Background: an optimization exercise with open tools, aiming at small area, a short achievable clock period and few clock cycles per item. Do not read the settings as production practice.
RTL that was checked went through simulation tests only; none was proved equivalent to the original.
For runs 1, 2 and 4, only the layout was checked, not whether the RTL still works.
No activity file was given, so power comes from the tool's default toggle rates.

File: flow/config.mk
export PLATFORM = sky130hd
export DESIGN_NAME = pe_top
export DESIGN_NICKNAME = pe_top
export VERILOG_FILES = /design/flow/design.v
export SDC_FILE = /design/flow/constraint.sdc
export NUM_CORES = 4
export LEC_CHECK = 0
export CAP_MARGIN = 20
export CORE_MARGIN = 2
export CORE_UTILIZATION = 40
export CTS_BUF_LIST = sky130_fd_sc_hd__clkbuf_8
export CTS_CLUSTER_SIZE = 30
export SETUP_SLACK_MARGIN = 4.0
export SLEW_MARGIN = 20
File: flow/constraint.sdc
create_clock -name core_clock -period 7.0 [get_ports {clk}]
set_input_delay 1.4000 -clock core_clock [delete_from_list [all_inputs] [get_ports {clk}]]
set_output_delay 1.4000 -clock core_clock [all_outputs]
set_load 0.01 [all_outputs]
File: flow/design.v
package pe_pkg;
    localparam int DATA_W = 16;
    localparam int CFG_W = 8;
    localparam int SPAD_DEPTH = 12;
    localparam int SPAD_AW = 4;
    localparam int IN_FIFO_DEPTH = 4;
    localparam int OUT_FIFO_DEPTH = 6;
endpackage
module booth_tree (
    input  logic [15:0] a,
    input  logic [7:0]  neg,
    input  logic [7:0]  one,
    input  logic [7:0]  two,
    input  logic [15:0] x,
    output logic [36:0] pv
);
    logic [16:0] a2;
    assign a2 = {a, 1'b0};
    logic [15:0] pp0;
    assign pp0 = (({16{one[0]}} & a[15:0]) | ({16{two[0]}} & a2[15:0])) ^ {16{neg[0]}};
    logic [13:0] pp1;
    assign pp1 = (({14{one[1]}} & a[13:0]) | ({14{two[1]}} & a2[13:0])) ^ {14{neg[1]}};
    logic [11:0] pp2;
    assign pp2 = (({12{one[2]}} & a[11:0]) | ({12{two[2]}} & a2[11:0])) ^ {12{neg[2]}};
    logic [9:0] pp3;
    assign pp3 = (({10{one[3]}} & a[9:0]) | ({10{two[3]}} & a2[9:0])) ^ {10{neg[3]}};
    logic [7:0] pp4;
    assign pp4 = (({8{one[4]}} & a[7:0]) | ({8{two[4]}} & a2[7:0])) ^ {8{neg[4]}};
    logic [5:0] pp5;
    assign pp5 = (({6{one[5]}} & a[5:0]) | ({6{two[5]}} & a2[5:0])) ^ {6{neg[5]}};
    logic [3:0] pp6;
    assign pp6 = (({4{one[6]}} & a[3:0]) | ({4{two[6]}} & a2[3:0])) ^ {4{neg[6]}};
    logic [1:0] pp7;
    assign pp7 = (({2{one[7]}} & a[1:0]) | ({2{two[7]}} & a2[1:0])) ^ {2{neg[7]}};
    wire t1 = neg[0] ^ x[0];
    wire t2 = neg[0] & x[0];
    wire t3 = x[1] ^ t2;
    wire t4 = x[1] & t2;
    wire t5 = neg[1] ^ x[2] ^ pp0[2];
    wire t6 = (neg[1] & x[2]) | (neg[1] & pp0[2]) | (x[2] & pp0[2]);
    wire t7 = pp1[0] ^ t4;
    wire t8 = pp1[0] & t4;
    wire t9 = x[3] ^ pp0[3] ^ pp1[1];
    wire t10 = (x[3] & pp0[3]) | (x[3] & pp1[1]) | (pp0[3] & pp1[1]);
    wire t11 = t6 ^ t8;
    wire t12 = t6 & t8;
    wire t13 = neg[2] ^ x[4] ^ pp0[4];
    wire t14 = (neg[2] & x[4]) | (neg[2] & pp0[4]) | (x[4] & pp0[4]);
    wire t15 = pp1[2] ^ pp2[0] ^ t10;
    wire t16 = (pp1[2] & pp2[0]) | (pp1[2] & t10) | (pp2[0] & t10);
    wire t17 = t13 ^ t12;
    wire t18 = t13 & t12;
    wire t19 = x[5] ^ pp0[5] ^ pp1[3];
    wire t20 = (x[5] & pp0[5]) | (x[5] & pp1[3]) | (pp0[5] & pp1[3]);
    wire t21 = pp2[1] ^ t14 ^ t19;
    wire t22 = (pp2[1] & t14) | (pp2[1] & t19) | (t14 & t19);
    wire t23 = t16 ^ t18;
    wire t24 = t16 & t18;
    wire t25 = neg[3] ^ x[6] ^ pp0[6];
    wire t26 = (neg[3] & x[6]) | (neg[3] & pp0[6]) | (x[6] & pp0[6]);
    wire t27 = pp1[4] ^ pp2[2] ^ pp3[0];
    wire t28 = (pp1[4] & pp2[2]) | (pp1[4] & pp3[0]) | (pp2[2] & pp3[0]);
    wire t29 = t20 ^ t25 ^ t27;
    wire t30 = (t20 & t25) | (t20 & t27) | (t25 & t27);
    wire t31 = t22 ^ t29;
    wire t32 = t22 & t29;
    wire t33 = x[7] ^ pp0[7] ^ pp1[5];
    wire t34 = (x[7] & pp0[7]) | (x[7] & pp1[5]) | (pp0[7] & pp1[5]);
    wire t35 = pp2[3] ^ pp3[1] ^ t26;
    wire t36 = (pp2[3] & pp3[1]) | (pp2[3] & t26) | (pp3[1] & t26);
    wire t37 = t28 ^ t33 ^ t30;
    wire t38 = (t28 & t33) | (t28 & t30) | (t33 & t30);
    wire t39 = t35 ^ t32;
    wire t40 = t35 & t32;
    wire t41 = neg[4] ^ x[8] ^ pp0[8];
    wire t42 = (neg[4] & x[8]) | (neg[4] & pp0[8]) | (x[8] & pp0[8]);
    wire t43 = pp1[6] ^ pp2[4] ^ pp3[2];
    wire t44 = (pp1[6] & pp2[4]) | (pp1[6] & pp3[2]) | (pp2[4] & pp3[2]);
    wire t45 = pp4[0] ^ t34 ^ t41;
    wire t46 = (pp4[0] & t34) | (pp4[0] & t41) | (t34 & t41);
    wire t47 = t43 ^ t36 ^ t45;
    wire t48 = (t43 & t36) | (t43 & t45) | (t36 & t45);
    wire t49 = t38 ^ t40;
    wire t50 = t38 & t40;
    wire t51 = x[9] ^ pp0[9] ^ pp1[7];
    wire t52 = (x[9] & pp0[9]) | (x[9] & pp1[7]) | (pp0[9] & pp1[7]);
    wire t53 = pp2[5] ^ pp3[3] ^ pp4[1];
    wire t54 = (pp2[5] & pp3[3]) | (pp2[5] & pp4[1]) | (pp3[3] & pp4[1]);
    wire t55 = t42 ^ t44 ^ t51;
    wire t56 = (t42 & t44) | (t42 & t51) | (t44 & t51);
    wire t57 = t53 ^ t46 ^ t55;
    wire t58 = (t53 & t46) | (t53 & t55) | (t46 & t55);
    wire t59 = t48 ^ t57;
    wire t60 = t48 & t57;
    wire t61 = neg[5] ^ x[10] ^ pp0[10];
    wire t62 = (neg[5] & x[10]) | (neg[5] & pp0[10]) | (x[10] & pp0[10]);
    wire t63 = pp1[8] ^ pp2[6] ^ pp3[4];
    wire t64 = (pp1[8] & pp2[6]) | (pp1[8] & pp3[4]) | (pp2[6] & pp3[4]);
    wire t65 = pp4[2] ^ pp5[0] ^ t52;
    wire t66 = (pp4[2] & pp5[0]) | (pp4[2] & t52) | (pp5[0] & t52);
    wire t67 = t54 ^ t61 ^ t63;
    wire t68 = (t54 & t61) | (t54 & t63) | (t61 & t63);
    wire t69 = t56 ^ t65 ^ t67;
    wire t70 = (t56 & t65) | (t56 & t67) | (t65 & t67);
    wire t71 = t58 ^ t69;
    wire t72 = t58 & t69;
    wire t73 = x[11] ^ pp0[11] ^ pp1[9];
    wire t74 = (x[11] & pp0[11]) | (x[11] & pp1[9]) | (pp0[11] & pp1[9]);
    wire t75 = pp2[7] ^ pp3[5] ^ pp4[3];
    wire t76 = (pp2[7] & pp3[5]) | (pp2[7] & pp4[3]) | (pp3[5] & pp4[3]);
    wire t77 = pp5[1] ^ t62 ^ t64;
    wire t78 = (pp5[1] & t62) | (pp5[1] & t64) | (t62 & t64);
    wire t79 = t73 ^ t75 ^ t66;
    wire t80 = (t73 & t75) | (t73 & t66) | (t75 & t66);
    wire t81 = neg[6] ^ x[12] ^ pp0[12];
    wire t82 = (neg[6] & x[12]) | (neg[6] & pp0[12]) | (x[12] & pp0[12]);
    wire t83 = pp1[10] ^ pp2[8] ^ pp3[6];
    wire t84 = (pp1[10] & pp2[8]) | (pp1[10] & pp3[6]) | (pp2[8] & pp3[6]);
    wire t85 = pp4[4] ^ pp5[2] ^ pp6[0];
    wire t86 = (pp4[4] & pp5[2]) | (pp4[4] & pp6[0]) | (pp5[2] & pp6[0]);
    wire t87 = t74 ^ t76 ^ t81;
    wire t88 = (t74 & t76) | (t74 & t81) | (t76 & t81);
    wire t89 = t83 ^ t85 ^ t78;
    wire t90 = (t83 & t85) | (t83 & t78) | (t85 & t78);
    wire t91 = t87 ^ t80;
    wire t92 = t87 & t80;
    wire t93 = x[13] ^ pp0[13] ^ pp1[11];
    wire t94 = (x[13] & pp0[13]) | (x[13] & pp1[11]) | (pp0[13] & pp1[11]);
    wire t95 = pp2[9] ^ pp3[7] ^ pp4[5];
    wire t96 = (pp2[9] & pp3[7]) | (pp2[9] & pp4[5]) | (pp3[7] & pp4[5]);
    wire t97 = pp5[3] ^ pp6[1] ^ t82;
    wire t98 = (pp5[3] & pp6[1]) | (pp5[3] & t82) | (pp6[1] & t82);
    wire t99 = t84 ^ t86 ^ t93;
    wire t100 = (t84 & t86) | (t84 & t93) | (t86 & t93);
    wire t101 = t95 ^ t88 ^ t97;
    wire t102 = (t95 & t88) | (t95 & t97) | (t88 & t97);
    wire t103 = neg[7] ^ x[14] ^ pp0[14];
    wire t104 = (neg[7] & x[14]) | (neg[7] & pp0[14]) | (x[14] & pp0[14]);
    wire t105 = pp1[12] ^ pp2[10] ^ pp3[8];
    wire t106 = (pp1[12] & pp2[10]) | (pp1[12] & pp3[8]) | (pp2[10] & pp3[8]);
    wire t107 = pp4[6] ^ pp5[4] ^ pp6[2];
    wire t108 = (pp4[6] & pp5[4]) | (pp4[6] & pp6[2]) | (pp5[4] & pp6[2]);
    wire t109 = pp7[0] ^ t94 ^ t96;
    wire t110 = (pp7[0] & t94) | (pp7[0] & t96) | (t94 & t96);
    wire t111 = t103 ^ t105 ^ t107;
    wire t112 = (t103 & t105) | (t103 & t107) | (t105 & t107);
    wire t113 = t98 ^ t100 ^ t109;
    wire t114 = (t98 & t100) | (t98 & t109) | (t100 & t109);
    wire t115 = t111 ^ t102;
    wire t116 = t111 & t102;
    wire t117 = x[15] ^ pp0[15];
    wire t118 = pp1[13] ^ pp2[11];
    wire t119 = pp3[9] ^ pp4[7];
    wire t120 = pp5[5] ^ pp6[3];
    wire t121 = pp7[1] ^ t117;
    wire t122 = t118 ^ t119;
    wire t123 = t120 ^ t121;
    wire t124 = t122 ^ t104;
    wire t125 = t106 ^ t108;
    wire t126 = t123 ^ t124;
    wire t127 = t125 ^ t126;
    wire t128 = t110 ^ t112;
    wire t129 = t127 ^ t128;
    wire t130 = t129 ^ t114;
    assign pv[0] = pp0[0];
    assign pv[1] = t1;
    assign pv[2] = pp0[1];
    assign pv[3] = t3;
    assign pv[4] = t5;
    assign pv[5] = t7;
    assign pv[6] = t9;
    assign pv[7] = t11;
    assign pv[8] = t15;
    assign pv[9] = t17;
    assign pv[10] = t21;
    assign pv[11] = t23;
    assign pv[12] = t24;
    assign pv[13] = t31;
    assign pv[14] = t37;
    assign pv[15] = t39;
    assign pv[16] = t47;
    assign pv[17] = t49;
    assign pv[18] = t50;
    assign pv[19] = t59;
    assign pv[20] = t60;
    assign pv[21] = t71;
    assign pv[22] = t68;
    assign pv[23] = t77;
    assign pv[24] = t79;
    assign pv[25] = t70;
    assign pv[26] = t72;
    assign pv[27] = t89;
    assign pv[28] = t91;
    assign pv[29] = t99;
    assign pv[30] = t90;
    assign pv[31] = t101;
    assign pv[32] = t92;
    assign pv[33] = t113;
    assign pv[34] = t115;
    assign pv[35] = t130;
    assign pv[36] = t116;
endmodule
module acc_tree (
    input  logic [15:0] acc,
    input  logic [36:0] pv,
    output logic [15:0] s,
    output logic [15:0] c
);
    wire u131 = acc[0] ^ pv[0];
    wire u132 = acc[0] & pv[0];
    wire u133 = acc[1] ^ pv[2] ^ pv[3];
    wire u134 = (acc[1] & pv[2]) | (acc[1] & pv[3]) | (pv[2] & pv[3]);
    wire u135 = acc[2] ^ pv[4] ^ pv[5];
    wire u136 = (acc[2] & pv[4]) | (acc[2] & pv[5]) | (pv[4] & pv[5]);
    wire u137 = acc[3] ^ pv[6] ^ pv[7];
    wire u138 = (acc[3] & pv[6]) | (acc[3] & pv[7]) | (pv[6] & pv[7]);
    wire u139 = acc[4] ^ pv[8] ^ pv[9];
    wire u140 = (acc[4] & pv[8]) | (acc[4] & pv[9]) | (pv[8] & pv[9]);
    wire u141 = acc[5] ^ pv[10] ^ pv[11];
    wire u142 = (acc[5] & pv[10]) | (acc[5] & pv[11]) | (pv[10] & pv[11]);
    wire u143 = acc[6] ^ pv[12] ^ pv[13];
    wire u144 = (acc[6] & pv[12]) | (acc[6] & pv[13]) | (pv[12] & pv[13]);
    wire u145 = acc[7] ^ pv[14] ^ pv[15];
    wire u146 = (acc[7] & pv[14]) | (acc[7] & pv[15]) | (pv[14] & pv[15]);
    wire u147 = acc[8] ^ pv[16] ^ pv[17];
    wire u148 = (acc[8] & pv[16]) | (acc[8] & pv[17]) | (pv[16] & pv[17]);
    wire u149 = acc[9] ^ pv[18] ^ pv[19];
    wire u150 = (acc[9] & pv[18]) | (acc[9] & pv[19]) | (pv[18] & pv[19]);
    wire u151 = acc[10] ^ pv[20] ^ pv[21];
    wire u152 = (acc[10] & pv[20]) | (acc[10] & pv[21]) | (pv[20] & pv[21]);
    wire u153 = acc[11] ^ pv[22] ^ pv[23];
    wire u154 = (acc[11] & pv[22]) | (acc[11] & pv[23]) | (pv[22] & pv[23]);
    wire u155 = pv[24] ^ pv[25] ^ pv[26];
    wire u156 = (pv[24] & pv[25]) | (pv[24] & pv[26]) | (pv[25] & pv[26]);
    wire u157 = u152 ^ u153;
    wire u158 = u152 & u153;
    wire u159 = acc[12] ^ pv[27] ^ pv[28];
    wire u160 = (acc[12] & pv[27]) | (acc[12] & pv[28]) | (pv[27] & pv[28]);
    wire u161 = u154 ^ u156 ^ u159;
    wire u162 = (u154 & u156) | (u154 & u159) | (u156 & u159);
    wire u163 = acc[13] ^ pv[29] ^ pv[30];
    wire u164 = (acc[13] & pv[29]) | (acc[13] & pv[30]) | (pv[29] & pv[30]);
    wire u165 = pv[31] ^ pv[32] ^ u160;
    wire u166 = (pv[31] & pv[32]) | (pv[31] & u160) | (pv[32] & u160);
    wire u167 = u163 ^ u162;
    wire u168 = u163 & u162;
    wire u169 = acc[14] ^ pv[33] ^ pv[34];
    wire u170 = (acc[14] & pv[33]) | (acc[14] & pv[34]) | (pv[33] & pv[34]);
    wire u171 = u164 ^ u169 ^ u166;
    wire u172 = (u164 & u169) | (u164 & u166) | (u169 & u166);
    wire u173 = acc[15] ^ pv[35];
    wire u174 = pv[36] ^ u173;
    wire u175 = u174 ^ u170;
    assign s[0] = pv[1];
    assign c[0] = u131;
    assign s[1] = u132;
    assign c[1] = u133;
    assign s[2] = u134;
    assign c[2] = u135;
    assign s[3] = u136;
    assign c[3] = u137;
    assign s[4] = u138;
    assign c[4] = u139;
    assign s[5] = u140;
    assign c[5] = u141;
    assign s[6] = u142;
    assign c[6] = u143;
    assign s[7] = u144;
    assign c[7] = u145;
    assign s[8] = u146;
    assign c[8] = u147;
    assign s[9] = u148;
    assign c[9] = u149;
    assign s[10] = u150;
    assign c[10] = u151;
    assign s[11] = u155;
    assign c[11] = u157;
    assign s[12] = u158;
    assign c[12] = u161;
    assign s[13] = u165;
    assign c[13] = u167;
    assign s[14] = u168;
    assign c[14] = u171;
    assign s[15] = u175;
    assign c[15] = u172;
endmodule
module mac_core (
    input  logic        clk,
    input  logic [15:0] a,
    input  logic [7:0]  neg,
    input  logic [7:0]  one,
    input  logic [7:0]  two,
    input  logic [15:0] x,
    input  logic [15:0] acc,
    output logic [15:0] s,
    output logic [15:0] c
);
    logic [36:0] pv, pv_r;
    booth_tree t1 (.a(a), .neg(neg), .one(one), .two(two), .x(x), .pv(pv));
    always_ff @(posedge clk)
        pv_r <= pv;
    acc_tree t2 (.acc(acc), .pv(pv_r), .s(s), .c(c));
endmodule
module pe_top (
    input  logic                      clk,
    input  logic                      rstn,
    input  logic [pe_pkg::CFG_W-1:0]  filter_size,
    input  logic                      iact_write_en,
    input  logic [pe_pkg::DATA_W-1:0] data_iact_in,
    output logic                      iact_ready,
    input  logic                      weight_write_en,
    input  logic [pe_pkg::DATA_W-1:0] data_weight_in,
    output logic                      weight_ready,
    input  logic                      psum_write_en,
    input  logic [pe_pkg::DATA_W-1:0] data_psum_in,
    output logic                      psum_ready,
    input  logic                      psum_read_en,
    output logic [pe_pkg::DATA_W-1:0] data_psum_out,
    output logic                      psum_out_valid
);
    logic [15:0] a_r, p_r;
    logic [7:0]  neg_r, one_r, two_r;    
    logic        va, vb, vp;
    logic [16:0] w_ext;
    logic [7:0]  w_neg, w_one, w_two;
    assign w_ext = {data_weight_in, 1'b0};
    always_comb begin
        for (int k = 0; k < 8; k++) begin
            w_neg[k] = w_ext[2*k+2];
            w_one[k] = w_ext[2*k+1] ^ w_ext[2*k];
            w_two[k] = (w_ext[2*k+2] & ~w_ext[2*k+1] & ~w_ext[2*k])
                     | (~w_ext[2*k+2] & w_ext[2*k+1] & w_ext[2*k]);
        end
    end
    logic        first_r;      
    logic [3:0]  rem;          
    logic        last_r;       
    logic        v2;           
    logic        first2;       
    logic        last2;        
    logic        out_v;        
    logic        en_r;         
    logic        prdy_r;       
    logic        rst_q;        
    logic        fire;
    assign fire   = va && vb && en_r;
    assign iact_ready   = !va || fire;
    assign weight_ready = !vb || fire;
    assign psum_ready   = prdy_r;
    always_ff @(posedge clk) begin
        if (iact_ready)   a_r <= data_iact_in;
        if (weight_ready) begin
            neg_r <= w_neg;
            one_r <= w_one;
            two_r <= w_two;
        end
        if (psum_ready)   p_r <= data_psum_in;
    end
    logic        va_n, vb_n, vp_n, first_n, last_n, out_v_n, en_n;
    logic [3:0]  rem_n;
    logic [3:0]  fs_m1;
    assign fs_m1   = filter_size[3:0] - 4'd1;
    assign va_n    = iact_ready   ? iact_write_en   : va;
    assign vb_n    = weight_ready ? weight_write_en : vb;
    assign vp_n    = psum_ready   ? psum_write_en   : vp;
    assign first_n = fire ? last_r : first_r;
    assign rem_n   = first_n ? fs_m1 : (fire ? rem - 4'd1 : rem);
    assign last_n  = first_n ? (filter_size[3:0] == 4'd1)
                             : (rem == (fire ? 4'd1 : 4'd0));
    assign out_v_n = (v2 && last2) || (out_v && !psum_read_en);
    assign en_n    = (!first_n || (vp_n && !(fire && first_r)))
                     && (!last_n || (!out_v_n && !(fire && last_r)));
    always_ff @(posedge clk) begin
        if (!rstn) begin
            va      <= 1'b0;
            vb      <= 1'b0;
            vp      <= 1'b0;
            first_r <= 1'b1;
            v2      <= 1'b0;
            out_v   <= 1'b0;
            en_r    <= 1'b0;
            prdy_r  <= 1'b1;
        end else begin
            va      <= va_n;
            vb      <= vb_n;
            vp      <= vp_n;
            first_r <= first_n;
            v2      <= fire;
            out_v   <= out_v_n;
            en_r    <= en_n;
            prdy_r  <= !vp_n || (fire && first_r);
        end
    end
    always_ff @(posedge clk) begin
        rst_q  <= !rstn;
        rem    <= rem_n;
        last_r <= last_n;
    end
    logic [15:0] acc, out_r;
    logic [15:0] sum;
    logic [15:0] acc_s, acc_c;
    mac_core mac (
        .clk (clk),
        .a   (a_r),
        .neg (neg_r),
        .one (one_r),
        .two (two_r),
        .x   (first_r ? p_r : 16'd0),
        .acc (acc),
        .s   (acc_s),
        .c   (acc_c)
    );
    always_ff @(posedge clk) begin
        if (fire) begin
            first2 <= first_r;
            last2  <= last_r;
        end
    end
    assign sum = acc_s + acc_c;
    always_ff @(posedge clk) begin
        if (rst_q || (v2 && last2))
            acc <= '0;
        else if (v2)
            acc <= sum;
        if (v2 && last2)
            out_r <= sum;
    end
    assign psum_out_valid = out_v;
    assign data_psum_out  = out_r;
endmodule
File: flow/run.sh
#!/bin/bash
# synth_recipe.tcl (not shown) runs the flow's synth.tcl, then flattens the netlist and writes it again
# the make line also repeats each setting of config.mk as NAME=value (left out here)
make -C /OpenROAD-flow-scripts/flow DESIGN_CONFIG=/design/flow/config.mk WORK_HOME=/design/flow/orfs CLKGATE_MAP_FILE= SYNTH_SCRIPT=/design/flow/synth_recipe.tcl finish
==> results of run 1 <==
power groups by stage:
stage	Sequential, W	Combinational [W]	Clock [W]
floorplan	0.00117	0.00153	0
global placement	0.00123	0.00187	0
detailed placement	0.00123	0.00194	0
CTS	0.00119	0.00209	0.000736
global route	0.00120	0.00246	0.000771
finish	0.00118	0.00219	0.000714
layer usage:
| metal | GRT usage (%) | routed length (um) |
|---|---|---|
| met1 | 20.77 | 7442 |
| met2 | 29.44 | 9138 |
| met3 | 3.528 | 805 |
| met4 | 7.190 | 586 |
| met5 | 0 | 0 |
cell families (layout without fill, tap and decap cells):
logic type | after synthesis | after routing | share of synthesized area, %
DFF | 140 | 140 | 43.04
AOI/OAI and AO/OA | 130 | 130 | 11.26
xor gates and xnor gates | 114 | 114 | 12.12
buffers and inverters | 112 | 266 | 5.259
and+or+nand+nor | 103 | 103 | 6.555
adders and majority gates | 98 | 98 | 20.55
muxes | 10 | 10 | 1.221
stage by stage:
stage	total power (W)	hold slack [ns]	setup WS, ns
after detailed placement	0.003169	0.4739	3.657
after global placement	0.003098	0.4528	3.649
after CTS	0.004017	0.4939	3.944
after global routing	0.004427	0.5156	3.875
after floorplan	0.002705	0.4419	4.004
final	0.004089	0.4891	3.955
worst max-delay path, stage by stage (launching register included):
cell and delay, ns:
edfxtp_1 0.52, buf_4 0.19, buf_4 0.13, a22oi_2 0.16, xnor2_1 0.22, fa_1 0.49, fa_1 0.44, xor2_1 0.18
xnor2_1 0.20, xnor2_1 0.16, xnor2_1 0.15, xnor2_1 0.13
repair_timing:
action | 4_1_cts | 5_1_grt
gates resized for setup | 27 | 29
pin swaps | 15 | 22
cloned | 0 | 1
buffers inserted | 50 | 26
endpoints found under the setup margin | 13 | 16
state kept, by name, indices dropped and copies added (netlist names), 4 cells and up:
name      flops
one_r         8
p_r          16
out_r        16
two_r         8
mac.pv_r     37
neg_r         8
acc          16
rem           4
a_r          16
final cells by class:
type,instances,share of cell area [%]
clock buffers,18,2.344
clock inverters,14,1.800
inverters,77,2.735
multi-input cells,455,42.61
flip-flops and latches,140,33.93
well taps,270,3.197
repair buffers,157,13.38
worst min-delay path by stage:
stage                    startpoint                    to  slack [ns]  cells after the start
3_3_place_gp   acc[11]$_SDFFE_PP0P_  acc[11]$_SDFFE_PP0P_        0.45                      1
4_1_cts        acc[11]$_SDFFE_PP0P_  acc[11]$_SDFFE_PP0P_        0.49                      1
2_1_floorplan  acc[11]$_SDFFE_PP0P_  acc[11]$_SDFFE_PP0P_        0.44                      1
6_report       acc[11]$_SDFFE_PP0P_  acc[11]$_SDFFE_PP0P_        0.49                      1
5_1_grt        acc[11]$_SDFFE_PP0P_  acc[11]$_SDFFE_PP0P_        0.52                      1
3_5_place_dp   acc[11]$_SDFFE_PP0P_  acc[11]$_SDFFE_PP0P_        0.47                      1
cells in the mapped netlist, types with 6 or more instances:
cell type  instances  area [sq um]
a21oi_1           17         85.08
a22oi_1           64         480.5
and2_1            11         68.82
clkbuf_1          24         90.09
dfxtp_1           63          1261
edfxtp_1          77          2312
fa_1              64          1281
ha_1              34         425.4
inv_1             77         289.0
mux2i_1            9         90.09
nand2_1           31         116.4
nand2b_1           7         43.79
nand3_1            6         30.03
nand3b_1           8         60.06
nor2_1            22         82.58
o21ai_0           14         70.07
xnor2_1           66         578.1
xor2_1            47         411.6
==> metrics.yaml, run 1 <==
slew-limit-headroom_pct: 50.78
grt_pass1_wl_mm: 29.31
status: "complete, no violations"
overflow: 0
cts_root_buf: "clkbuf_8"
cp.arrival_ns: 3.42
htreeDepth: 4
p_comb_share_pct: 53.6
min_path_type: "reg -> reg"
port_buffers: 77
hold_buffers: 0
die_h_um: 148.1
antennaDiodeCount: 0
start_util_pct: 40.90
worstMarginPinSlew_ns: 0.7355
end_kind: "register"
clk_transition_reported_paths_ns: 0.08
drive_gt1_share_pct: 19.74
synth_warnings: 2
worstSetupStartpoint: "two_r[0]$_DFFE_PP_"
fin_util_pct: 52.06
synth-seq-cells: 140
p_seq_share_pct: 28.9
multi_input_area_sq_um: 4503
drv_slew: 0
hold_violations: 0
cp.required_ns: 7.38
gr-usage-all-layers_pct: 17.04
p_leak_nw: 4.242
drt_wl_total_mm: 17.97
final_cell_mix: "edfxtp_1 (77), inv_1 (76), clkdlybuf4s50_1 (75)"
numClockSinks: 140
stdcell_area_sq_um: 10570
place_hpwl_mm: 12.72
yosysSeqAreaShare_pct: 43.04
dr.pass1.iters: 5
cp_max_fo: 5
place_area_sq_um: 9304
insertion_delay_ns: 0.45
wl_per_cell_um: 15.89
synth_enable_flop_cells: 77
path_class: "reg -> reg"
synth_ff_type: "edfxtp_1"
vias: 5655
p_sw_w: 0.001578
netlist_instances: 707
clock_path_buffers: 2
gp_congestion: 0.8540
synth-async-reset-ratio_pct: 0
finalSetupViolations: 0
tns_ns: 0
timing.rr.start: "two_r[0]$_DFFE_PP_"
drc: 0
cellInternalPower_w: 0.002510
die_area_sq_um: 21930
syn_to_final_growth_pct: 27.28
r2r_cells: 11
rsz0062_at_grt: "yes"
netlist_area_sq_um: 8303
place_inst: 1022
timing.rr.end: "mac.pv_r[35]$_DFF_P_"
cap_violations: 0
fin_cells: 1131
cts_buffers: 17
via_per_inst: 5.000
cellPowerDensity_nw_per_um2: 386.9
drt_iter0_drc: 333
synth_cell_types: 55
die_width_um: 148.1
max_freq_mhz: 328.4
period_needed_ns: 3.045
cts_tree: "done"
grt_pass1_vias: 5814
coreArea_sq_um: 20300
avgSynthCellArea_sq_um: 11.74
ant_nets: 0
final_common_cell: "edfxtp_1"
synthesis.nets: 867
period_share_pct: 43.51
ioPinCount: 82
clock_power_share_pct: 17.5
num_rows: 52
max-vdd-ir-drop_v: 0.0001901
fin_skew_ns: 0.01223
startpoint_type: "register"
grt_max_degree: 26
swShare_pct: 38.60
nets: 1008
seq_area_sq_um: 3586
antenna_found_initial: 0
nFillCells: 1776
cp-endpoint: "mac.pv_r[35]$_DFF_P_"
r2r_slack_ns: 3.95
==> inputs of run 2 (changes only) <==
==> flow/flow/run.sh (new file) <==
#!/bin/bash
set -euo pipefail
export RECOVER_POWER="100"
bash standard.sh finish > standard.log 2>&1
==> flow/standard.sh (new file) <==
#!/bin/bash
# synth_recipe.tcl (not shown) runs the flow's synth.tcl, then flattens the netlist and writes it again
# the make line also repeats each setting of config.mk as NAME=value (left out here)
make -C /OpenROAD-flow-scripts/flow DESIGN_CONFIG=/design/flow/config.mk WORK_HOME=/design/flow/orfs CLKGATE_MAP_FILE= SYNTH_SCRIPT=/design/flow/synth_recipe.tcl "${@:-finish}"
--- a/flow/config.mk
+++ b/flow/config.mk
@@ -8,7 +8,5 @@
 export CAP_MARGIN = 20
 export CORE_MARGIN = 2
 export CORE_UTILIZATION = 40
-export CTS_BUF_LIST = sky130_fd_sc_hd__clkbuf_8
-export CTS_CLUSTER_SIZE = 30
 export SETUP_SLACK_MARGIN = 4.0
 export SLEW_MARGIN = 20
removed: flow/run.sh
==> run 2 against run 1 <==
Still clean on timing, DRC and antenna. Total power increased by 3.6%. Register-to-register slack worse by 0.37 ns. Fmax down 11%. Non-clock buffer count fell by 6. Design area fell by 0.18%. Combinational power down 4%. Die area unchanged. Sequential cell count unchanged. Largest power group unchanged.
==> metrics.yaml, run 2 <==
htreeDepth: 4  # unchanged
dr.pass1.iters: 6  # was 5
wl_per_cell_um: 16.14  # was 15.89 um
hold_violations: 0  # unchanged
worstMarginPinSlew_ns: 1.335  # was 0.7355 ns
holdWs_ns: 0.4904  # was 0.4891 ns
gr-usage-all-layers_pct: 17.27  # was 17.04%
drt_wl_total_mm: 18.16  # was 17.97 mm
port_buffers: 77  # unchanged
die_h_um: 148.1  # unchanged
ant_nets: 0  # unchanged
nets: 1002  # was 1008
cp.arrival_ns: 2.03  # was 3.42 ns
end_kind: "output port"  # was register
place_hpwl_mm: 12.72  # unchanged
insertion_delay_ns: 0.42  # was 0.45 ns
grt_pass1_vias: 5870  # was 5814
slew-limit-headroom_pct: 11.03  # was 50.78%
largest_register_ffs: 37  # unchanged
cap_violations: 0  # unchanged
min_path_type: "reg -> reg"  # unchanged
synth_cell_types: 55  # unchanged
yosys-top-cells-count: "edfxtp_1 (77), inv_1 (77), xnor2_1 (66)"  # unchanged
finalSetupViolations: 0  # unchanged
cp_max_fo: 13  # was 5
gp_congestion: 0.8540  # unchanged
clock_path_buffers: 2  # unchanged
final_cell_mix: "inv_1 (77), edfxtp_1 (77), xnor2_1 (64)"  # was edfxtp_1 (77), inv_1 (76), clkdlybuf4s50_1 (75)
cp.required_ns: 5.60  # was 7.38 ns
power_w: 0.004235  # was 0.004089 W
max_freq_mhz: 291.4  # was 328.4 MHz
period_needed_ns: 3.431  # was 3.045 ns
max-vdd-ir-drop_v: 0.0002028  # was 0.0001901 V
grt_pass1_wl_mm: 29.59  # was 29.31 mm
drv_slew: 0  # unchanged
synth-async-reset-ratio_pct: 0  # unchanged
synthesis.nets: 867  # unchanged
netlist_area_sq_um: 8303  # unchanged
fin_skew_ns: 0.009192  # was 0.01223 ns
vias: 5709  # was 5655
clk_transition_reported_paths_ns: 0.06  # was 0.08 ns
status: "complete, no violations"  # unchanged
fin_util_pct: 51.97  # was 52.06%
num_rows: 52  # unchanged
drive_gt1_share_pct: 15.32  # was 19.74%
ys_top_cells_by_area: "edfxtp_1 (28%), fa_1 (15%), dfxtp_1 (15%)"  # unchanged
synth_enable_flop_cells: 77  # unchanged
synth_ff_type: "edfxtp_1"  # unchanged
yosysSeqAreaShare_pct: 43.04  # unchanged
rsz0062_at_grt: "yes"  # unchanged
hold_path_depth: 1  # unchanged
die_width_um: 148.1  # unchanged
cts_root_buf: "clkbuf_16"  # was clkbuf_8
path_class: "reg -> out"  # was reg -> reg
antenna_found_initial: 0  # unchanged
top_register: "mac.pv_r"  # unchanged
numClockSinks: 140  # unchanged
synth_warnings: 2  # unchanged
cts_tree: "done"  # unchanged
hold_buffers: 0  # unchanged
cellPowerDensity_nw_per_um2: 401.5  # was 386.9 nW/um^2
start_util_pct: 40.90  # unchanged
drt_iter0_drc: 391  # was 333
avgSynthCellArea_sq_um: 11.74  # unchanged
antennaDiodeCount: 0  # unchanged
cts_buffers: 17  # unchanged
tns_ns: 0  # unchanged
overflow: 0  # unchanged
grt_max_degree: 26  # unchanged
via_per_inst: 5.075  # was 5.000
synth_top_area_share_pct: 27.85  # unchanged
syn_to_final_growth_pct: 27.05  # was 27.28%
startpoint_type: "register"  # unchanged
die_area_sq_um: 21930  # unchanged
synth_top_area_cell: "edfxtp_1"  # unchanged
period_share_pct: 49.02  # was 43.51%
p_leak_nw: 4.260  # was 4.242 nW
synth-seq-cells: 140  # unchanged
netlist_instances: 707  # unchanged
drc: 0  # unchanged
ioPinCount: 82  # unchanged
coreArea_sq_um: 20300  # unchanged
r2r_cells: 11  # unchanged
run 2: report_power, final:
part	total [W]	internal, W	switching, W
combinational	0.00210	0.000955	0.00114
clock	0.000951	0.000606	0.000345
sequential	0.00119	0.00110	0.0000870
total	0.00423	0.00266	0.00157
run 2: per-stage QoR:
step	std cells	worst slack [ns]	area, sq um
2_1_floorplan	707	4.004	8343
3_3_place_gp	1022	3.649	9304
3_5_place_dp	1022	3.657	9304
4_1_cts	1102	3.995	10380
5_1_grt	1125	3.380	10550
6_report	1125	3.569	10550
run 2: routing by layer:
metal,vias up,global-route usage [%],routed length (um)
met5,-,0,0
met4,0,8.476,635
met3,42,3.497,782
met2,191,29.68,9242
met1,2795,20.75,7495
li1,2681,-,-
run 2: cell families after synthesis:
kind of cell             synth area share [%]
AO/OA/AOI/OAI                           11.26
flip-flops                              43.04
AND/OR/NAND/NOR                         6.555
multiplexers                            1.221
XOR/XNOR                                12.12
buffers and inverters                   5.259
adder cells (fa/ha/maj)                 20.55
run 2: cell type report:
type	instances	area (sq um)
Fill cell	1781	9751
Multi-Input combinational cell	455	4403
Sequential cell	140	3580
Timing Repair Buffer	151	1310
Clock buffer	18	439.2
Tap cell	270	337.8
Inverter	77	289.0
Clock inverter	14	190.2
run 2: final timing paths:
kind / slack, ns / startpoint / endpoint
min: 0.49 / acc[11]$_SDFFE_PP0P_ / acc[11]$_SDFFE_PP0P_
max: 3.57 / va$_SDFFE_PN0P_ / weight_ready
min reg2reg: 0.49 / acc[11]$_SDFFE_PP0P_ / acc[11]$_SDFFE_PP0P_
max reg2reg: 3.58 / neg_r[0]$_DFFE_PP_ / mac.pv_r[19]$_DFF_P_
run 2: worst max-delay path, stage by stage (launching register included):
cell and delay, ns:
dfxtp_1 0.41, nand3_4 0.10, nand2_1 0.15, clkbuf_1 0.61
dlygate4sd2_1 0.35
run 2: repair_timing:
item / in CTS / in global routing
setup endpoints to repair: 13 / 16
buffers inserted: 48 / 22
gates cloned: 0 / 1
pin swaps: 14 / 14
resized for setup: 23 / 28
==> inputs of run 3 (changes only) <==
--- a/flow/design.v
+++ b/flow/design.v
@@ -341,7 +341,6 @@
     logic        out_v;        
     logic        en_r;         
     logic        prdy_r;       
-    logic        rst_q;        
     logic        fire;
     assign fire   = va && vb && en_r;
     assign iact_ready   = !va || fire;
@@ -365,8 +364,7 @@
     assign vp_n    = psum_ready   ? psum_write_en   : vp;
     assign first_n = fire ? last_r : first_r;
     assign rem_n   = first_n ? fs_m1 : (fire ? rem - 4'd1 : rem);
-    assign last_n  = first_n ? (filter_size[3:0] == 4'd1)
-                             : (rem == (fire ? 4'd1 : 4'd0));
+    assign last_n  = (rem_n == 4'd0);
     assign out_v_n = (v2 && last2) || (out_v && !psum_read_en);
     assign en_n    = (!first_n || (vp_n && !(fire && first_r)))
                      && (!last_n || (!out_v_n && !(fire && last_r)));
@@ -392,7 +390,6 @@
         end
     end
     always_ff @(posedge clk) begin
-        rst_q  <= !rstn;
         rem    <= rem_n;
         last_r <= last_n;
     end
@@ -418,7 +415,7 @@
     end
     assign sum = acc_s + acc_c;
     always_ff @(posedge clk) begin
-        if (rst_q || (v2 && last2))
+        if (!rstn || (v2 && last2))
             acc <= '0;
         else if (v2)
             acc <= sum;
==> flow/run.sh (new file) <==
#!/bin/bash
# synth_recipe.tcl (not shown) runs the flow's synth.tcl, then flattens the netlist and writes it again
# the make line also repeats each setting of config.mk as NAME=value (left out here)
make -C /OpenROAD-flow-scripts/flow DESIGN_CONFIG=/design/flow/config.mk WORK_HOME=/design/flow/orfs CLKGATE_MAP_FILE= SYNTH_SCRIPT=/design/flow/synth_recipe.tcl finish
removed: flow/flow/run.sh
removed: flow/standard.sh
==> run 3 against run 2 <==
Still clean on timing, DRC and antenna. Sequential cell count shrank 1. Total power down 0.99%. Routed wire length down 3.1%. Critical endpoint is now mac.pv_r[21]$_DFF_P_.
==> metrics.yaml, run 3 <==
clock_path_buffers: 2  # unchanged
wl_met3_um: 720  # was 782 um
fin_skew_ns: 0.01289  # was 0.009192 ns
grt_max_degree: 23  # was 26
die_area_sq_um: 21740  # was 21930 sq um
wl_met2_mm: 8.531  # was 9.242 mm
cp.arrival_ns: 3.33  # was 2.03 ns
cellPowerDensity_nw_per_um2: 393.8  # was 401.5 nW/um^2
period_share_pct: 43.42  # was 49.02%
synth_cell_types: 51  # was 55
period_needed_ns: 3.040  # was 3.431 ns
overflow: 0  # unchanged
cp.required_ns: 7.30  # was 5.60 ns
ant_nets: 0  # unchanged
cts_root_buf: "clkbuf_16"  # unchanged
nets: 1002  # unchanged
end_kind: "register"  # was output port
coreArea_sq_um: 20230  # was 20300 sq um
top_register: "mac.pv_r"  # unchanged
cap_violations: 0  # unchanged
final_common_cell: "inv_1"
synthesis.nets: 866  # was 867
die_h_um: 147.4  # was 148.1 um
clock_power_share_pct: 21.4  # was 22.5%
cts_buffers: 17  # unchanged
grt_pass1_vias: 5805  # was 5870
numClockSinks: 139  # was 140
synth_top_area_share_pct: 26.64  # was 27.85%
grt_pass1_wl_mm: 28.98  # was 29.59 mm
rsz0062_at_grt: "yes"  # unchanged
slew-limit-headroom_pct: 53.22  # was 11.03%
synth_most_common_cell: "inv_1"
wl_per_cell_um: 15.64  # was 16.14 um
drt_wl_total_mm: 17.60  # was 18.16 mm
place_inst: 1022  # unchanged
yosys-top-cells-count: "inv_1 (80), edfxtp_1 (73), xnor2_1 (70)"  # was edfxtp_1 (77), inv_1 (77), xnor2_1 (66)
synth_ff_type: "edfxtp_1"  # unchanged
clk_transition_reported_paths_ns: 0.06  # about the same
cp_max_fo: 5  # was 13
htreeDepth: 4  # unchanged
hold_violations: 0  # unchanged
swShare_pct: 37.05  # was 37.14%
synth_warnings: 2  # unchanged
stdcell_area_sq_um: 10650  # was 10550 sq um
port_buffers: 77  # unchanged
yosysSeqAreaShare_pct: 42.69  # was 43.04%
syn_to_final_growth_pct: 29.39  # was 27.05%
max_freq_mhz: 329.0  # was 291.4 MHz
antennaDiodeCount: 0  # unchanged
die_width_um: 147.4  # was 148.1 um
drv_slew: 0  # unchanged
cellInternalPower_w: 0.002640  # was 0.002662 W
finalSetupViolations: 0  # unchanged
netlist_area_sq_um: 8229  # was 8303 sq um
place_hpwl_mm: 12.79  # was 12.72 mm
place_area_sq_um: 9240  # was 9304 sq um
ys_top_cells_by_area: "edfxtp_1 (27%), dfxtp_1 (16%), fa_1 (16%)"  # was edfxtp_1 (28%), fa_1 (15%), dfxtp_1 (15%)
place_ws_ns: 3.526  # was 3.657 ns
status: "complete, no violations"  # unchanged
synth-seq-cells: 139  # was 140
r2r_slack_ns: 3.96  # was 3.58 ns
m1WireLength_mm: 7.489  # was 7.495 mm
dr.pass1.iters: 7  # was 6
gp_congestion: 0.8447  # was 0.8540
drc: 0  # unchanged
final_cell_mix: "inv_1 (80), clkdlybuf4s50_1 (74), edfxtp_1 (73)"  # was inv_1 (77), edfxtp_1 (77), xnor2_1 (64)
num_rows: 52  # unchanged
p_seq_share_pct: 28.0  # was 28.1%
ioPinCount: 82  # unchanged
tns_ns: 0  # unchanged
p_sw_w: 0.001553  # was 0.001573 W
startpoint_type: "register"  # unchanged
min_path_type: "reg -> reg"  # unchanged
gr-usage-all-layers_pct: 17.10  # was 17.27%
drt_iter0_drc: 248  # was 391
synth_enable_flop_cells: 73  # was 77
max-vdd-ir-drop_v: 0.0002472  # was 0.0002028 V
top_layer_used: "met4"  # unchanged
antenna_found_initial: 0  # unchanged
fin_cells: 1125  # unchanged
synth-async-reset-ratio_pct: 0  # unchanged
worst_slack_ns: 3.960  # was 3.569 ns
netlist_instances: 707  # unchanged
synth_top_area_cell: "edfxtp_1"  # unchanged
avgSynthCellArea_sq_um: 11.64  # was 11.74 sq um
cts_tree: "done"  # unchanged
start_util_pct: 40.67  # was 40.90%
largest_register_ffs: 37  # unchanged
drive_gt1_share_pct: 18.25  # was 15.32%
path_class: "reg -> reg"  # was reg -> out
insertion_delay_ns: 0.42  # about the same
worstMarginPinSlew_ns: 0.7008  # was 1.335 ns
power_w: 0.004193  # was 0.004235 W
p_leak_nw: 4.328  # was 4.260 nW
via_per_inst: 4.940  # was 5.075
p_comb_share_pct: 50.5  # was 49.5%
vias: 5558  # was 5709
[run 3: cell types whose count changed after synthesis, moves of 3 or more]
cell | before | now
nor2_1 | 22 | 15
nand2b_1 | 7 | 12
o21ai_1 | 5 | 0
a21oi_2 | 4 | 0
edfxtp_1 | 77 | 73
o211ai_1 | 0 | 4
xnor2_1 | 66 | 70
a31oi_1 | 3 | 0
dfxtp_1 | 63 | 66
inv_1 | 77 | 80
nor2b_1 | 2 | 5
xor2_1 | 47 | 44
[run 3: logic make-up after synthesis]
family / synth area share, %
flip-flops: 42.69
AO/OA/AOI/OAI: 11.43
buffers and inverters: 5.428
XOR/XNOR: 12.13
AND/OR/NAND/NOR: 6.690
adder cells (fa/ha/maj): 20.59
multiplexers: 1.034
[run 3: worst paths after layout]
kind | start | to | cells after the start
worst min register to register | acc[1]$_SDFFE_PP0P_ | acc[1]$_SDFFE_PP0P_ | 2
worst max register to register | two_r[0]$_DFFE_PP_ | mac.pv_r[21]$_DFF_P_ | 9
worst max-delay path | two_r[0]$_DFFE_PP_ | mac.pv_r[21]$_DFF_P_ | 9
worst min-delay path | acc[1]$_SDFFE_PP0P_ | acc[1]$_SDFFE_PP0P_ | 2
[run 3: layout make-up]
type | instances | area, sq um
repair buffers | 152 | 1394
multi-input cells | 452 | 4486
well taps | 270 | 337.8
fillers | 1716 | 9587
inverters | 81 | 309.0
clock buffers | 22 | 518.0
clock inverters | 9 | 81.33
flip-flops and latches | 139 | 3522
[run 3: per-layer routing]
metal	GRT usage, %	vias to the layer above
met3	3.580	45
met4	9.327	0
met1	20.41	2687
met5	0	-
li1	-	2675
met2	29.02	151
[run 3: power groups by stage]
stage	Clock (W)	Combinational (W)	Sequential [W]
finish	0.000899	0.00212	0.00118
floorplan	0	0.00146	0.00116
CTS	0.000914	0.00196	0.00118
global route	0.000949	0.00240	0.00119
detailed placement	0	0.00185	0.00122
global placement	0	0.00182	0.00121
[run 3: timing repair]
item | CTS | global route
buffers inserted | 50 | 21
endpoints found under the setup margin | 12 | 12
pin swaps | 16 | 24
hold buffers | 0 | 0
cloned | 1 | 0
resized for setup | 27 | 25
[run 3: per-stage QoR]
stage                     hold WS (ns)  utilization, %
after floorplan                 0.4558               -
after global placement          0.4670           45.67
after detailed placement        0.4724           45.67
after CTS                       0.4836           51.16
after global routing            0.5131           52.62
final                           0.4838           52.62
[run 3: critical path, stage by stage (launching register included)]
cell and delay, ns:
edfxtp_1 0.52, buf_4 0.20, a22oi_2 0.20, xnor2_2 0.17, fa_1 0.47, fa_1 0.51
inv_1 0.05, fa_1 0.48, inv_1 0.04, ha_1 0.26
Testbench counts of run 3, summed over its fixed seeds: cycles 18,441, rows 2,394.
==> inputs of run 4 (changes only) <==
--- a/flow/design.v
+++ b/flow/design.v
@@ -12,7 +12,7 @@
     input  logic [7:0]  one,
     input  logic [7:0]  two,
     input  logic [15:0] x,
-    output logic [36:0] pv
+    output logic [37:0] pv
 );
     logic [16:0] a2;
     assign a2 = {a, 1'b0};
@@ -148,20 +148,9 @@
     wire t114 = (t98 & t100) | (t98 & t109) | (t100 & t109);
     wire t115 = t111 ^ t102;
     wire t116 = t111 & t102;
-    wire t117 = x[15] ^ pp0[15];
-    wire t118 = pp1[13] ^ pp2[11];
-    wire t119 = pp3[9] ^ pp4[7];
-    wire t120 = pp5[5] ^ pp6[3];
-    wire t121 = pp7[1] ^ t117;
-    wire t122 = t118 ^ t119;
-    wire t123 = t120 ^ t121;
-    wire t124 = t122 ^ t104;
-    wire t125 = t106 ^ t108;
-    wire t126 = t123 ^ t124;
-    wire t127 = t125 ^ t126;
-    wire t128 = t110 ^ t112;
-    wire t129 = t127 ^ t128;
-    wire t130 = t129 ^ t114;
+    wire t117 = x[15] ^ pp0[15] ^ pp1[13] ^ pp2[11] ^ pp3[9] ^ pp4[7] ^ pp5[5] ^ pp6[3] ^ pp7[1];
+    wire t118 = t104 ^ t106 ^ t108 ^ t110 ^ t112;
+    wire t119 = t114 ^ t116;
     assign pv[0] = pp0[0];
     assign pv[1] = t1;
     assign pv[2] = pp0[1];
@@ -197,92 +186,94 @@
     assign pv[32] = t92;
     assign pv[33] = t113;
     assign pv[34] = t115;
-    assign pv[35] = t130;
-    assign pv[36] = t116;
+    assign pv[35] = t117;
+    assign pv[36] = t118;
+    assign pv[37] = t119;
 endmodule
 module acc_tree (
     input  logic [15:0] acc,
-    input  logic [36:0] pv,
+    input  logic [37:0] pv,
     output logic [15:0] s,
     output logic [15:0] c
 );
-    wire u131 = acc[0] ^ pv[0];
-    wire u132 = acc[0] & pv[0];
-    wire u133 = acc[1] ^ pv[2] ^ pv[3];
-    wire u134 = (acc[1] & pv[2]) | (acc[1] & pv[3]) | (pv[2] & pv[3]);
-    wire u135 = acc[2] ^ pv[4] ^ pv[5];
-    wire u136 = (acc[2] & pv[4]) | (acc[2] & pv[5]) | (pv[4] & pv[5]);
-    wire u137 = acc[3] ^ pv[6] ^ pv[7];
-    wire u138 = (acc[3] & pv[6]) | (acc[3] & pv[7]) | (pv[6] & pv[7]);
-    wire u139 = acc[4] ^ pv[8] ^ pv[9];
-    wire u140 = (acc[4] & pv[8]) | (acc[4] & pv[9]) | (pv[8] & pv[9]);
-    wire u141 = acc[5] ^ pv[10] ^ pv[11];
-    wire u142 = (acc[5] & pv[10]) | (acc[5] & pv[11]) | (pv[10] & pv[11]);
-    wire u143 = acc[6] ^ pv[12] ^ pv[13];
-    wire u144 = (acc[6] & pv[12]) | (acc[6] & pv[13]) | (pv[12] & pv[13]);
-    wire u145 = acc[7] ^ pv[14] ^ pv[15];
-    wire u146 = (acc[7] & pv[14]) | (acc[7] & pv[15]) | (pv[14] & pv[15]);
-    wire u147 = acc[8] ^ pv[16] ^ pv[17];
-    wire u148 = (acc[8] & pv[16]) | (acc[8] & pv[17]) | (pv[16] & pv[17]);
-    wire u149 = acc[9] ^ pv[18] ^ pv[19];
-    wire u150 = (acc[9] & pv[18]) | (acc[9] & pv[19]) | (pv[18] & pv[19]);
-    wire u151 = acc[10] ^ pv[20] ^ pv[21];
-    wire u152 = (acc[10] & pv[20]) | (acc[10] & pv[21]) | (pv[20] & pv[21]);
-    wire u153 = acc[11] ^ pv[22] ^ pv[23];
-    wire u154 = (acc[11] & pv[22]) | (acc[11] & pv[23]) | (pv[22] & pv[23]);
-    wire u155 = pv[24] ^ pv[25] ^ pv[26];
-    wire u156 = (pv[24] & pv[25]) | (pv[24] & pv[26]) | (pv[25] & pv[26]);
-    wire u157 = u152 ^ u153;
-    wire u158 = u152 & u153;
-    wire u159 = acc[12] ^ pv[27] ^ pv[28];
-    wire u160 = (acc[12] & pv[27]) | (acc[12] & pv[28]) | (pv[27] & pv[28]);
-    wire u161 = u154 ^ u156 ^ u159;
-    wire u162 = (u154 & u156) | (u154 & u159) | (u156 & u159);
-    wire u163 = acc[13] ^ pv[29] ^ pv[30];
-    wire u164 = (acc[13] & pv[29]) | (acc[13] & pv[30]) | (pv[29] & pv[30]);
-    wire u165 = pv[31] ^ pv[32] ^ u160;
-    wire u166 = (pv[31] & pv[32]) | (pv[31] & u160) | (pv[32] & u160);
-    wire u167 = u163 ^ u162;
-    wire u168 = u163 & u162;
-    wire u169 = acc[14] ^ pv[33] ^ pv[34];
-    wire u170 = (acc[14] & pv[33]) | (acc[14] & pv[34]) | (pv[33] & pv[34]);
-    wire u171 = u164 ^ u169 ^ u166;
-    wire u172 = (u164 & u169) | (u164 & u166) | (u169 & u166);
-    wire u173 = acc[15] ^ pv[35];
-    wire u174 = pv[36] ^ u173;
-    wire u175 = u174 ^ u170;
+    wire u120 = acc[0] ^ pv[0];
+    wire u121 = acc[0] & pv[0];
+    wire u122 = acc[1] ^ pv[2] ^ pv[3];
+    wire u123 = (acc[1] & pv[2]) | (acc[1] & pv[3]) | (pv[2] & pv[3]);
+    wire u124 = acc[2] ^ pv[4] ^ pv[5];
+    wire u125 = (acc[2] & pv[4]) | (acc[2] & pv[5]) | (pv[4] & pv[5]);
+    wire u126 = acc[3] ^ pv[6] ^ pv[7];
+    wire u127 = (acc[3] & pv[6]) | (acc[3] & pv[7]) | (pv[6] & pv[7]);
+    wire u128 = acc[4] ^ pv[8] ^ pv[9];
+    wire u129 = (acc[4] & pv[8]) | (acc[4] & pv[9]) | (pv[8] & pv[9]);
+    wire u130 = acc[5] ^ pv[10] ^ pv[11];
+    wire u131 = (acc[5] & pv[10]) | (acc[5] & pv[11]) | (pv[10] & pv[11]);
+    wire u132 = acc[6] ^ pv[12] ^ pv[13];
+    wire u133 = (acc[6] & pv[12]) | (acc[6] & pv[13]) | (pv[12] & pv[13]);
+    wire u134 = acc[7] ^ pv[14] ^ pv[15];
+    wire u135 = (acc[7] & pv[14]) | (acc[7] & pv[15]) | (pv[14] & pv[15]);
+    wire u136 = acc[8] ^ pv[16] ^ pv[17];
+    wire u137 = (acc[8] & pv[16]) | (acc[8] & pv[17]) | (pv[16] & pv[17]);
+    wire u138 = acc[9] ^ pv[18] ^ pv[19];
+    wire u139 = (acc[9] & pv[18]) | (acc[9] & pv[19]) | (pv[18] & pv[19]);
+    wire u140 = acc[10] ^ pv[20] ^ pv[21];
+    wire u141 = (acc[10] & pv[20]) | (acc[10] & pv[21]) | (pv[20] & pv[21]);
+    wire u142 = acc[11] ^ pv[22] ^ pv[23];
+    wire u143 = (acc[11] & pv[22]) | (acc[11] & pv[23]) | (pv[22] & pv[23]);
+    wire u144 = pv[24] ^ pv[25] ^ pv[26];
+    wire u145 = (pv[24] & pv[25]) | (pv[24] & pv[26]) | (pv[25] & pv[26]);
+    wire u146 = u141 ^ u142;
+    wire u147 = u141 & u142;
+    wire u148 = acc[12] ^ pv[27] ^ pv[28];
+    wire u149 = (acc[12] & pv[27]) | (acc[12] & pv[28]) | (pv[27] & pv[28]);
+    wire u150 = u143 ^ u145 ^ u148;
+    wire u151 = (u143 & u145) | (u143 & u148) | (u145 & u148);
+    wire u152 = acc[13] ^ pv[29] ^ pv[30];
+    wire u153 = (acc[13] & pv[29]) | (acc[13] & pv[30]) | (pv[29] & pv[30]);
+    wire u154 = pv[31] ^ pv[32] ^ u149;
+    wire u155 = (pv[31] & pv[32]) | (pv[31] & u149) | (pv[32] & u149);
+    wire u156 = u152 ^ u151;
+    wire u157 = u152 & u151;
+    wire u158 = acc[14] ^ pv[33] ^ pv[34];
+    wire u159 = (acc[14] & pv[33]) | (acc[14] & pv[34]) | (pv[33] & pv[34]);
+    wire u160 = u153 ^ u158 ^ u155;
+    wire u161 = (u153 & u158) | (u153 & u155) | (u158 & u155);
+    wire u162 = acc[15] ^ pv[35];
+    wire u163 = pv[36] ^ pv[37];
+    wire u164 = u162 ^ u163;
+    wire u165 = u164 ^ u159;
     assign s[0] = pv[1];
-    assign c[0] = u131;
-    assign s[1] = u132;
-    assign c[1] = u133;
-    assign s[2] = u134;
-    assign c[2] = u135;
-    assign s[3] = u136;
-    assign c[3] = u137;
-    assign s[4] = u138;
-    assign c[4] = u139;
-    assign s[5] = u140;
-    assign c[5] = u141;
-    assign s[6] = u142;
-    assign c[6] = u143;
-    assign s[7] = u144;
-    assign c[7] = u145;
-    assign s[8] = u146;
-    assign c[8] = u147;
-    assign s[9] = u148;
-    assign c[9] = u149;
-    assign s[10] = u150;
-    assign c[10] = u151;
-    assign s[11] = u155;
-    assign c[11] = u157;
-    assign s[12] = u158;
-    assign c[12] = u161;
-    assign s[13] = u165;
-    assign c[13] = u167;
-    assign s[14] = u168;
-    assign c[14] = u171;
-    assign s[15] = u175;
-    assign c[15] = u172;
+    assign c[0] = u120;
+    assign s[1] = u121;
+    assign c[1] = u122;
+    assign s[2] = u123;
+    assign c[2] = u124;
+    assign s[3] = u125;
+    assign c[3] = u126;
+    assign s[4] = u127;
+    assign c[4] = u128;
+    assign s[5] = u129;
+    assign c[5] = u130;
+    assign s[6] = u131;
+    assign c[6] = u132;
+    assign s[7] = u133;
+    assign c[7] = u134;
+    assign s[8] = u135;
+    assign c[8] = u136;
+    assign s[9] = u137;
+    assign c[9] = u138;
+    assign s[10] = u139;
+    assign c[10] = u140;
+    assign s[11] = u144;
+    assign c[11] = u146;
+    assign s[12] = u147;
+    assign c[12] = u150;
+    assign s[13] = u154;
+    assign c[13] = u156;
+    assign s[14] = u157;
+    assign c[14] = u160;
+    assign s[15] = u165;
+    assign c[15] = u161;
 endmodule
 module mac_core (
     input  logic        clk,
@@ -295,7 +286,7 @@
     output logic [15:0] s,
     output logic [15:0] c
 );
-    logic [36:0] pv, pv_r;
+    logic [37:0] pv, pv_r;
     booth_tree t1 (.a(a), .neg(neg), .one(one), .two(two), .x(x), .pv(pv));
     always_ff @(posedge clk)
         pv_r <= pv;
@@ -341,6 +332,7 @@
     logic        out_v;        
     logic        en_r;         
     logic        prdy_r;       
+    logic        rst_q;        
     logic        fire;
     assign fire   = va && vb && en_r;
     assign iact_ready   = !va || fire;
@@ -364,7 +356,8 @@
     assign vp_n    = psum_ready   ? psum_write_en   : vp;
     assign first_n = fire ? last_r : first_r;
     assign rem_n   = first_n ? fs_m1 : (fire ? rem - 4'd1 : rem);
-    assign last_n  = (rem_n == 4'd0);
+    assign last_n  = first_n ? (filter_size[3:0] == 4'd1)
+                             : (rem == (fire ? 4'd1 : 4'd0));
     assign out_v_n = (v2 && last2) || (out_v && !psum_read_en);
     assign en_n    = (!first_n || (vp_n && !(fire && first_r)))
                      && (!last_n || (!out_v_n && !(fire && last_r)));
@@ -390,6 +383,7 @@
         end
     end
     always_ff @(posedge clk) begin
+        rst_q  <= !rstn;
         rem    <= rem_n;
         last_r <= last_n;
     end
@@ -415,7 +409,7 @@
     end
     assign sum = acc_s + acc_c;
     always_ff @(posedge clk) begin
-        if (!rstn || (v2 && last2))
+        if (rst_q || (v2 && last2))
             acc <= '0;
         else if (v2)
             acc <= sum;
==> flow/flow/run.sh (new file) <==
#!/bin/bash
set -euo pipefail
export BUFFER_PORTS_ARGS="-buffer_cell sky130_fd_sc_hd__buf_1"
bash standard.sh finish > standard.log 2>&1
==> flow/standard.sh (new file) <==
#!/bin/bash
# synth_recipe.tcl (not shown) runs the flow's synth.tcl, then flattens the netlist and writes it again
# the make line also repeats each setting of config.mk as NAME=value (left out here)
make -C /OpenROAD-flow-scripts/flow DESIGN_CONFIG=/design/flow/config.mk WORK_HOME=/design/flow/orfs CLKGATE_MAP_FILE= SYNTH_SCRIPT=/design/flow/synth_recipe.tcl "${@:-finish}"
--- a/flow/config.mk
+++ b/flow/config.mk
@@ -8,5 +8,6 @@
 export CAP_MARGIN = 20
 export CORE_MARGIN = 2
 export CORE_UTILIZATION = 40
+export CTS_BUF_LIST = sky130_fd_sc_hd__clkbuf_4
 export SETUP_SLACK_MARGIN = 4.0
 export SLEW_MARGIN = 20
removed: flow/run.sh
==> run 4 against run 3 <==
Via count increased by 3.6%. Non-clock buffer count decreased by 12. Sequential share of layout area increased by 3.0 points. Combinational power about the same. Clock skew increased by 0.011 ns. Still clean on timing, DRC and antenna. Clock-buffer cell count decreased by 2. Worst hold slack improved by 0.017 ns. Highest routed layer unchanged. Sequential power about the same.
==> metrics.yaml, run 4 <==
status: "complete, no violations"  # unchanged
hold_violations: 0  # unchanged
cp.required_ns: 7.42  # was 7.30 ns
end_kind: "register"  # unchanged
top_register: "mac.pv_r"  # unchanged
cap_violations: 0  # unchanged
max_freq_mhz: 331.9  # was 329.0 MHz
cts_root_buf: "clkbuf_4"  # was clkbuf_16
drc: 0  # unchanged
drt_wl_total_mm: 17.57  # was 17.60 mm
r2r_cells: 9  # unchanged
synth_cell_types: 58  # was 51
p_sw_w: 0.001521  # was 0.001553 W
cp.arrival_ns: 3.44  # was 3.33 ns
synth_warnings: 2  # unchanged
p_seq_share_pct: 30.1  # was 28.0%
synth_most_common_cell: "inv_1"  # unchanged
finalSetupViolations: 0  # unchanged
grtUsageMet1_pct: 20.30  # was 20.41%
synth_top_area_share_pct: 27.29  # was 26.64%
crit_path_max_incr_delay_ns: 0.74  # was 0.52 ns
grt_max_degree: 26  # was 23
start_util_pct: 40.56  # was 40.67%
cts_buffers: 17  # unchanged
holdWs_ns: 0.5012  # was 0.4838 ns
cts_tree: "done"  # unchanged
slew-limit-headroom_pct: 60.58  # was 53.22%
synthesis.nets: 903  # was 866
clock_path_buffers: 2  # unchanged
period_needed_ns: 3.013  # was 3.040 ns
die_width_um: 149.5  # was 147.4 um
cp-endpoint: "mac.pv_r[17]$_DFF_P_"  # was mac.pv_r[21]$_DFF_P_
dr.pass1.iters: 6  # was 7
synth_enable_flop_cells: 77  # was 73
ioPinCount: 82  # unchanged
htreeDepth: 4  # unchanged
overflow: 0  # unchanged
ant_nets: 0  # unchanged
synth-seq-cells: 141  # was 139
final_common_cell: "inv_1"  # unchanged
p_leak_nw: 4.086  # was 4.328 nW
antenna_found_initial: 1  # was 0
avgSynthCellArea_sq_um: 11.40  # was 11.64 sq um
largest_register_ffs: 38  # was 37
min_path_type: "reg -> reg"  # unchanged
cellInternalPower_w: 0.002458  # was 0.002640 W
rsz0062_at_grt: "yes"  # unchanged
gp_congestion: 0.8144  # was 0.8447
grtUsageMet3_pct: 3.201  # was 3.580%
clock_power_share_pct: 17.4  # was 21.4%
power_w: 0.003979  # was 0.004193 W
timing.rr.end: "mac.pv_r[17]$_DFF_P_"  # was mac.pv_r[21]$_DFF_P_
ys_top_cells_by_area: "edfxtp_1 (27%), dfxtp_1 (15%), fa_1 (15%)"  # was edfxtp_1 (27%), dfxtp_1 (16%), fa_1 (16%)
path_class: "reg -> reg"  # unchanged
worstSetupStartpoint: "a_r[2]$_DFFE_PP_"  # was two_r[0]$_DFFE_PP_
clk_transition_reported_paths_ns: 0.12  # was 0.06 ns
nets: 1025  # was 1002
drive_gt1_share_pct: 14.12  # was 18.25%
grt_util_met2_pct: 26.61  # was 29.02%
gr-max-usage-layer: "met2"  # unchanged
cellPowerDensity_nw_per_um2: 398.8  # was 393.8 nW/um^2
netlist_instances: 743  # was 707
cpMostUsedCell: "ha_1"  # was fa_1
hold_buffers: 0  # unchanged
die_h_um: 149.5  # was 147.4 um
gr-usage-all-layers_pct: 15.99  # was 17.10%
period_share_pct: 43.04  # was 43.42%
numClockSinks: 141  # was 139
synth_top_area_cell: "edfxtp_1"  # unchanged
tns_ns: 0  # unchanged
drt_iter0_drc: 320  # was 248
vias: 5757  # was 5558
wl_per_cell_um: 15.23  # was 15.64 um
synth-async-reset-ratio_pct: 0  # unchanged
via_per_inst: 4.989  # was 4.940
die_area_sq_um: 22360  # was 21740 sq um
grt_pass1_wl_mm: 27.90  # was 28.98 mm
nFillCells: 1928  # was 1716
place_hpwl_mm: 12.58  # was 12.79 mm
grt_pass1_vias: 5669  # was 5805
final_cell_mix: "inv_1 (86), edfxtp_1 (77), buf_1 (77)"  # was inv_1 (80), clkdlybuf4s50_1 (74), edfxtp_1 (73)
stdcell_area_sq_um: 9978  # was 10650 sq um
drv_slew: 0  # unchanged
slowest_stage: "edfxtp_1"  # unchanged
p_comb_share_pct: 52.4  # was 50.5%
timing.rr.start: "a_r[2]$_DFFE_PP_"  # was two_r[0]$_DFFE_PP_
port_buffers: 77  # unchanged
yosys-top-cells-count: "inv_1 (86), edfxtp_1 (77), xnor2_1 (70)"  # was inv_1 (80), edfxtp_1 (73), xnor2_1 (70)
worstMarginPinSlew_ns: 0.5913  # was 0.7008 ns
r2r_slack_ns: 3.99  # was 3.96 ns
fin_util_pct: 47.77  # was 52.62%
fin_skew_ns: 0.02347  # was 0.01289 ns
netlist_area_sq_um: 8472  # was 8229 sq um
synth_ff_type: "edfxtp_1"  # unchanged
place_area_sq_um: 8981  # was 9240 sq um
cp_cell_sequence: "a22oi_1 > xnor2_1 > fa_1 > inv_1 > fa_1 > inv_1 > ha_1 > ha_1 > ha_1"  # was buf_4 > a22oi_2 > xnor2_2 > fa_1 > fa_1 > inv_1 > fa_1 > inv_1 > ha_1
syn_to_final_growth_pct: 17.78  # was 29.39%
insertion_delay_ns: 0.55  # was 0.42 ns
num_rows: 53  # was 52
cp_max_fo: 14  # was 5
yosysSeqAreaShare_pct: 42.42  # was 42.69%
startpoint_type: "register"  # unchanged
swShare_pct: 38.23  # was 37.05%
max-vdd-ir-drop_v: 0.0002043  # was 0.0002472 V
coreArea_sq_um: 20890  # was 20230 sq um
## run 4: cell count changes in the layout (fill, tap and decap cells not counted), moves of 6 or more
cell,delta
clkbuf_16,-19
bufinv_16,+6
buf_4,-13
clkdlybuf4s50_1,-74
nor2_1,+13
inv_1,+6
clkbuf_4,+20
buf_1,+77
## run 4: worst max-delay path, delay by kind of cell, from the launching register on
kind                     cells  cell delay [ns]
adder cells (fa/ha/maj)      5             1.61
flip-flops                   1             0.74
AO/OA/AOI/OAI                1             0.24
XOR/XNOR                     1             0.21
buffers and inverters        2             0.09
## run 4: power groups by stage
stage,registers (W),clock network [W],logic [W]
2_1_floorplan,0.00118,0,0.00157
3_3_place_gp,0.00124,0,0.00192
3_5_place_dp,0.00124,0,0.00195
4_1_cts,0.00122,0.000711,0.00201
5_1_grt,0.00121,0.000748,0.00237
6_report,0.00120,0.000694,0.00209
## run 4: through the flow
step | std cells | setup slack (ns)
after global routing | 1154 | 3.868
after global placement | 1061 | 3.796
after floorplan | 743 | 4.015
after detailed placement | 1061 | 3.790
final | 1154 | 3.987
after CTS | 1104 | 3.931
## run 4: cell families after synthesis
kind of cell / synth area share, %
compound gates: 11.22
xor+xnor: 11.68
fa+ha+maj: 20.14
buf+inv: 5.538
flops: 42.42
mux: 1.433
simple gates: 7.562
## run 4: area by class of cell
cell class	instances	area [sq um]	area share [%]
multi-input cells	479	4516	45.25
inverters	86	322.8	3.235
well taps	275	344.1	3.448
clock inverters	12	244.0	2.445
repair buffers	140	798.3	8.000
diodes	1	2.502	0.02508
clock buffers	20	150.1	1.505
flip-flops and latches	141	3601	36.09
## run 4: worst min path at each step
stage / startpoint / to / slack, ns / cells after the start
after global placement: acc[1]$_SDFFE_PP0P_ / acc[1]$_SDFFE_PP0P_ / 0.48 / 2
after detailed placement: acc[1]$_SDFFE_PP0P_ / acc[1]$_SDFFE_PP0P_ / 0.49 / 2
final: acc[7]$_SDFFE_PP0P_ / acc[7]$_SDFFE_PP0P_ / 0.50 / 2
after CTS: acc[7]$_SDFFE_PP0P_ / acc[7]$_SDFFE_PP0P_ / 0.51 / 2
after floorplan: last_r$_DFF_P_ / last2$_DFFE_PP_ / 0.45 / 0
after global routing: acc[7]$_SDFFE_PP0P_ / acc[7]$_SDFFE_PP0P_ / 0.54 / 2
## run 4: per-layer routing
layer / vias up / share of wire (%)
met5: - / 0
met4: 0 / 3.4
met3: 43 / 5.1
met2: 186 / 49
met1: 2757 / 43
li1: 2771 / -
## run 4: timing repair
action                     4_1_cts  5_1_grt
gates resized for setup          7       24
pin swaps                        0        4
cloned                           0        1
buffers inserted                11       48
setup endpoints to repair       12       13

port drivers added, routing unchanged:
The flow's constraints put no driver on any port. The routed layouts listed below were extracted and timed again, unchanged, in two steps.
Step 1, drivers: a clkbuf_16 drives clk and a buf_2 each remaining input, both assumed.
Step 2 times the ports against the registers' clock, not the clock port: input delays grow and output delays shrink by t, the midpoint of the rising clock arrivals with the driver on.
a / b / c = no drivers / after step 1 / after step 2; a / b = the first two.
| run | shift t [ns] | slack for setup (ns) | slew at the worst register clock pin (ns) |
|---|---|---|---|
| run 1 | 0.483 | 3.955 / 3.955 / 3.955 | 0.08 / 0.08 |
| run 2 | 0.461 | 3.569 / 3.524 / 3.584 | 0.06 / 0.06 |
| run 3 | 0.460 | 3.960 / 3.960 / 3.603 | 0.06 / 0.06 |
| run 4 | 0.575 | 3.987 / 3.987 / 3.987 | 0.13 / 0.13 |
After both steps every run listed still meets setup and hold. The setup slack of run 3, which loses most, moves by 0.000 ns with the drivers and by -0.357 ns with both steps.
